This design comes from an exercise in tuning for small area and a short achievable clock period on the open sky130 flow, not from production work.
The RTL was checked by simulation tests, not by an equivalence proof against the original design.
Power is estimated from default activity; no workload was simulated.

## bbox_top
module bbox_top #(
    parameter int SIGFIG     = 24,
    parameter int RADIX      = 10,
    parameter int PIPE_DEPTH = 3
) (
    input  logic                clk,
    input  logic                rst_n,
    input  logic [9*SIGFIG-1:0] tri_in,
    input  logic [3*SIGFIG-1:0] color_in,
    input  logic                valid_in,
    input  logic                halt,
    input  logic [2*SIGFIG-1:0] screen,
    input  logic [3:0]          subsample,
    output logic [9*SIGFIG-1:0] tri_out,
    output logic [3*SIGFIG-1:0] color_out,
    output logic [4*SIGFIG-1:0] box_out,
    output logic                valid_out
);
Settings: LEC_CHECK=0, ABC_CLOCK_PERIOD_IN_PS=4000, CAP_MARGIN=20, CORE_MARGIN=2, CORE_UTILIZATION=50, CTS_CLUSTER_DIAMETER=80, CTS_CLUSTER_SIZE=25, SLEW_MARGIN=20, SYNTH_HIERARCHICAL=1; clock period 15.0 ns.
standard.sh (not shown) runs the stock make flow with config.mk's settings and CLKGATE_MAP_FILE= SYNTH_SCRIPT=/design/flow/synth_recipe.tcl, a recipe that flattens the netlist after the stock synthesis.
==> flow/flow/run.sh <==
#!/bin/bash
# The standard layout (standard.sh, synthesis unchanged), with two changes:
#  - every port still gets its buffer, but a plain buf_1 rather than the delay
#    buffer buffer_ports picks by default; timing repair resizes it as needed
#  - timing repair is asked to leave extra setup slack, so the resizer works
#    on the paths that set the achieved period
set -euo pipefail
bash standard.sh SETUP_SLACK_MARGIN=11.1 TNS_END_PERCENT=30 \
    "BUFFER_PORTS_ARGS=-buffer_cell sky130_fd_sc_hd__buf_1" finish > make_finish.log 2>&1
Rerun with:
--- a/flow/flow/run.sh
+++ b/flow/flow/run.sh
@@ -6,4 +6,4 @@
 #    on the paths that set the achieved period
 set -euo pipefail
-bash standard.sh SETUP_SLACK_MARGIN=11.1 TNS_END_PERCENT=30 \
+bash standard.sh SETUP_SLACK_MARGIN=11.1 TNS_END_PERCENT=50 \
     "BUFFER_PORTS_ARGS=-buffer_cell sky130_fd_sc_hd__buf_1" finish > make_finish.log 2>&1
- CORE_UTILIZATION: 50 -> 45
=>
- design area grows by 3.7%
- global-route usage goes down by 2.8 points
- register-to-register slack degrades by 0.06 ns
- worst setup slack degrades by 0.097 ns
- via count climbs by 1.4%
- clock-buffer cell count fell by 1
- clock power went down by about 3%

========
bbox_top again, from the RTL that the note above started with.
==> flow/config.mk <==
export PLATFORM = sky130hd
export DESIGN_NAME = bbox_top
export DESIGN_NICKNAME = bbox_top
export VERILOG_FILES = /design/flow/design.v
export SDC_FILE = /design/flow/constraint.sdc
export NUM_CORES = 4
export LEC_CHECK = 0
export ABC_CLOCK_PERIOD_IN_PS = 4000
export CAP_MARGIN = 20
export CORE_MARGIN = 2
export CORE_UTILIZATION = 50
export CTS_CLUSTER_DIAMETER = 80
export CTS_CLUSTER_SIZE = 25
export SLEW_MARGIN = 20
export SYNTH_HIERARCHICAL = 1
==> flow/constraint.sdc <==
create_clock -name core_clock -period 15.0 [get_ports {clk}]
set_input_delay 3.0000 -clock core_clock [delete_from_list [all_inputs] [get_ports {clk}]]
set_output_delay 3.0000 -clock core_clock [all_outputs]
set_load 0.01 [all_outputs]
==> flow/flow/run.sh <==
#!/bin/bash
# The standard layout (standard.sh, synthesis unchanged), with two changes:
#  - every port still gets its buffer, but a plain buf_1 rather than the delay
#    buffer buffer_ports picks by default; timing repair resizes it as needed
#  - timing repair is asked to leave extra setup slack, so the resizer works
#    on the paths that set the achieved period
set -euo pipefail
bash standard.sh SETUP_SLACK_MARGIN=10.9 TNS_END_PERCENT=30 \
    "BUFFER_PORTS_ARGS=-buffer_cell sky130_fd_sc_hd__buf_1" finish > make_finish.log 2>&1
Next try:
--- a/flow/flow/run.sh
+++ b/flow/flow/run.sh
@@ -8 +8 @@
-bash standard.sh SETUP_SLACK_MARGIN=10.9 TNS_END_PERCENT=30 \
+bash standard.sh SETUP_SLACK_MARGIN=10.9 TNS_END_PERCENT=15 \
After rerunning: Wire length hardly moves; area after synthesis stays the same; first-iteration DRC count goes up by a few percent; clock skew stays flat; worst hold slack is about the same; die area is unchanged; power stays flat; register-to-register slack improves by 0.04 ns; setup slack hardly moves.

==> static timing again, ports no longer ideal <==
How much do the figures lean on ideal ports? The routed layouts below were timed once more, with nothing changed but the port constraints.
Step 1: set_driving_cell puts a clkbuf_16 on clk and a buf_2 on each other input, an assumption about the parent block.
Step 2 adds t to the input delays and takes it off the output delays; t is the mean of the earliest and latest rising clock arrival at the registers after step 1. Input paths then give back, and output paths get back, about the clock's delay inside the block.
Slacks: ideal ports / drivers / drivers and shift; pairs: ideal ports / drivers.
run | t (ns) | setup WS [ns] | worst hold slack (ns) | worst slew at a driven data input, ns
the first run of note 1 | 0.829 | 10.629 / 10.547 / 9.957 | 0.392 / 0.392 / 0.392 | 0.17
the second run of note 1 | 0.820 | 10.531 / 10.447 / 10.166 | 0.404 / 0.404 / 0.404 | 0.13
the first run of note 2 | 0.829 | 10.624 / 10.543 / 9.980 | 0.389 / 0.389 / 0.389 | 0.16
the second run of note 2 | 0.830 | 10.622 / 10.540 / 9.915 | 0.391 / 0.391 / 0.391 | 0.16
After both steps setup and hold are still met in every run listed. The setup slack of the second run of note 2, which loses most, moves by -0.082 ns with the drivers and by -0.707 ns with both steps.
